Background: an optimization exercise with open tools, aiming at small area, a short achievable clock period and few clock cycles per item. Do not read the settings as production practice.
Function was checked by simulation only, so behaviour that the tests miss may differ from the original.

## north
Design led_cube_node_to_coordinate_unit, start of the top module:
module led_cube_node_to_coordinate_unit (
  input  wire logic        clk_i,
  input  wire logic        rst_ni,
  input  wire logic        start_i,
  output logic             busy_o,
  input  wire logic [17:0] node_index_i,
  output logic             done_o,
  output logic [5:0]       voxel_x_o,
  output logic [5:0]       voxel_y_o,
  output logic [5:0]       voxel_z_o,
  output logic             index_out_of_range_o,
  input  wire logic        cfg_we_i,
  input  wire logic [2:0]  cfg_idx_i,
  input  wire logic [6:0]  cfg_data_i
);
Size: ~2,100 cells after synthesis, roughly 53 I/O pins, roughly 0.016 sq mm of cells after synthesis.
==> flow/config.mk <==
export PLATFORM = sky130hd
export DESIGN_NAME = led_cube_node_to_coordinate_unit
export DESIGN_NICKNAME = led_cube_node_to_coordinate_unit
export VERILOG_FILES = /design/flow/design.v
export SDC_FILE = /design/flow/constraint.sdc
export NUM_CORES = 4
export LEC_CHECK = 0
export ABC_AREA = 1
export CAP_MARGIN = 20
export CORE_MARGIN = 2
export CORE_UTILIZATION = 40
export CTS_CLUSTER_DIAMETER = 120
export CTS_CLUSTER_SIZE = 24
export SETUP_SLACK_MARGIN = 3.4
export SLEW_MARGIN = 20
export TNS_END_PERCENT = 5
==> flow/constraint.sdc <==
create_clock -name core_clock -period 5.5 [get_ports {clk_i}]
set_input_delay 1.1000 -clock core_clock [delete_from_list [all_inputs] [get_ports {clk_i}]]
set_output_delay 1.1000 -clock core_clock [all_outputs]
set_load 0.01 [all_outputs]
standard.sh (not shown) runs the stock make flow with config.mk's settings and CLKGATE_MAP_FILE= SYNTH_SCRIPT=/design/flow/synth_recipe.tcl, a recipe that flattens the netlist after the stock synthesis.
==> flow/flow/run.sh <==
#!/bin/bash
# The standard layout, with the port buffers made of sky130_fd_sc_hd__buf_2 cells instead of
# the delay-buffer cells the resizer picks by default.
set -euo pipefail
bash standard.sh BUFFER_PORTS_ARGS="-buffer_cell sky130_fd_sc_hd__buf_2" finish > standard_make.log 2>&1
Looking at the reports, north completed the entire flow and the layout it produced met the timing, design-rule and antenna checks.
Testbench counts of north, summed over its fixed seeds: cycles 32,448, items 32,000.
Changes in south relative to north:
# north
export LEC_CHECK = 0
export ABC_AREA = 1
export CAP_MARGIN = 20
export CORE_MARGIN = 2
export CORE_UTILIZATION = 40
export CTS_CLUSTER_DIAMETER = 120
export CTS_CLUSTER_SIZE = 24
export SETUP_SLACK_MARGIN = 3.4
export SLEW_MARGIN = 20
export TNS_END_PERCENT = 5
create_clock -name core_clock -period 5.5 [get_ports {clk_i}]
# south
export LEC_CHECK = 0
export ABC_AREA = 1
export CAP_MARGIN = 20
export CORE_MARGIN = 2
export CORE_UTILIZATION = 40
export CTS_CLUSTER_DIAMETER = 120
export CTS_CLUSTER_SIZE = 24
export SETUP_SLACK_MARGIN = 3.3
export SLEW_MARGIN = 20
export TNS_END_PERCENT = 5
create_clock -name core_clock -period 5.5 [get_ports {clk_i}]
### Flow results
Summary of south over north: via density per instance shows a reduction of about 0.5%. [south] sequential fraction of total cell area rose 1.1 points relative to north. | buffer count excluding the clock tree in the final layout | south vs north | 19 lower |. There was hardly any difference in post-route fraction of the period consumed by the critical path between north and south. Every run in the comparison, north and south, completed the flow with a clean layout. In south, the global routing usage summed across all routing layers came out 0.22 points below the value in north. Area growth from synthesis to layout in south is 3.0 points lower than in north.
Changes in east relative to south:
# south
export LEC_CHECK = 0
export ABC_AREA = 1
export CAP_MARGIN = 20
export CORE_MARGIN = 2
export CORE_UTILIZATION = 40
export CTS_CLUSTER_DIAMETER = 120
export CTS_CLUSTER_SIZE = 24
export SETUP_SLACK_MARGIN = 3.3
export SLEW_MARGIN = 20
export TNS_END_PERCENT = 5
create_clock -name core_clock -period 5.5 [get_ports {clk_i}]
# east
export LEC_CHECK = 0
export ABC_AREA = 1
export CAP_MARGIN = 20
export CORE_MARGIN = 2
export CORE_UTILIZATION = 40
export CTS_CLUSTER_DIAMETER = 120
export CTS_CLUSTER_SIZE = 24
export SETUP_SLACK_MARGIN = 3.35
export SLEW_MARGIN = 20
create_clock -name core_clock -period 5.5 [get_ports {clk_i}]
==> summary.txt <==
As far as synthesized cell count goes, east and south are indistinguishable; the numbers are identical.
The core utilization in east sits 1.8 points above the value recorded for south.
east — worst hold-check slack 0.011 ns higher, south as reference
Delta(detailed-routed wire length on met3, east - south) > 0
east: post-CTS resize count is 19 higher than what south reported.
> inputs changed (east -> west)
# east
export LEC_CHECK = 0
export ABC_AREA = 1
export CAP_MARGIN = 20
export CORE_MARGIN = 2
export CORE_UTILIZATION = 40
export CTS_CLUSTER_DIAMETER = 120
export CTS_CLUSTER_SIZE = 24
export SETUP_SLACK_MARGIN = 3.35
export SLEW_MARGIN = 20
create_clock -name core_clock -period 5.5 [get_ports {clk_i}]
# west
export LEC_CHECK = 0
export ABC_AREA = 1
export CAP_MARGIN = 20
export CORE_MARGIN = 2
export CORE_UTILIZATION = 40
export CTS_CLUSTER_DIAMETER = 120
export CTS_CLUSTER_SIZE = 24
export GPL_TIMING_DRIVEN = 0
export SETUP_SLACK_MARGIN = 3.3
export SLEW_MARGIN = 20
export TNS_END_PERCENT = 0
create_clock -name core_clock -period 5.5 [get_ports {clk_i}]
==> summary.txt <==
- Final cell area excluding filler cells (west vs. east) decreases slightly
- Looking at number of buffers other than clock buffers in the final layout, west sits 22% above east.
- Changes observed in west relative to east: register-to-register slack shows a reduction of 0.04 ns, post-route worst setup slack shows a reduction of 0.010 ns.
- Compared with east, west degrades normalized max-slew margin.
- In west the largest net degree at the start of global routing turned out about 18% lower than in east.
- On shortest period the worst path allows: between east and west, it ends up higher for west.
## Diff of input files: middle against west
# west
export LEC_CHECK = 0
export ABC_AREA = 1
export CAP_MARGIN = 20
export CORE_MARGIN = 2
export CORE_UTILIZATION = 40
export CTS_CLUSTER_DIAMETER = 120
export CTS_CLUSTER_SIZE = 24
export GPL_TIMING_DRIVEN = 0
export SETUP_SLACK_MARGIN = 3.3
export SLEW_MARGIN = 20
export TNS_END_PERCENT = 0
create_clock -name core_clock -period 5.5 [get_ports {clk_i}]
# middle
export LEC_CHECK = 0
export ABC_AREA = 1
export CAP_MARGIN = 20
export CORE_MARGIN = 2
export CORE_UTILIZATION = 55
export CTS_CLUSTER_DIAMETER = 120
export CTS_CLUSTER_SIZE = 24
export SETUP_SLACK_MARGIN = 3.3
export SLEW_MARGIN = 20
export TNS_END_PERCENT = 0
create_clock -name core_clock -period 5.5 [get_ports {clk_i}]
### Flow results
What west reported for half-perimeter wire length after detailed placement has to be multiplied by 0.933 to get the figure for middle. Run comparison: middle slowest library cell on the worst path dfxtp_4; west slowest library cell on the worst path dfrtp_1. Summary: hold slack, middle better than west. [compare] base=west new=middle: worst-path maximum fanout rose by 49, non-clock buffer count in the final layout decreased by 38% relative to the old numbers, fraction of area in clock buffers and inverters stayed essentially flat, setup slack of the most critical reg-to-reg path moved down. Path type of the worst setup path: flop to output pin -> west, flop to flop -> middle.

## re-timing with driven ports
In the flow no input, the clock included, has a driving cell. The finished layouts below were timed again as built, in two steps. Step 1, drivers: a clkbuf_16 drives clk_i and a buf_2 each remaining input, both assumed. Step 2 moves the port delays by t, midway between the first and last clock arrival at a register: inputs arrive t later, outputs are due t later. That takes back most of the time a late clock gives input paths. Three values: ideal, step 1, step 2; two values: the first two.
run	shift t [ns]	slack for setup (ns)	pins driven straight from the clock port
north	0.579	3.372 / 3.319 / 2.921	1
south	0.580	3.373 / 3.320 / 2.876	1
east	0.566	3.389 / 3.336 / 2.919	1
west	0.571	3.378 / 3.327 / 2.888	1
middle	0.560	3.345 / 3.324 / 2.920	1
After both steps setup and hold are still met in every run listed. The setup slack of south, which loses most, moves by -0.053 ns with the drivers and by -0.497 ns with both steps.
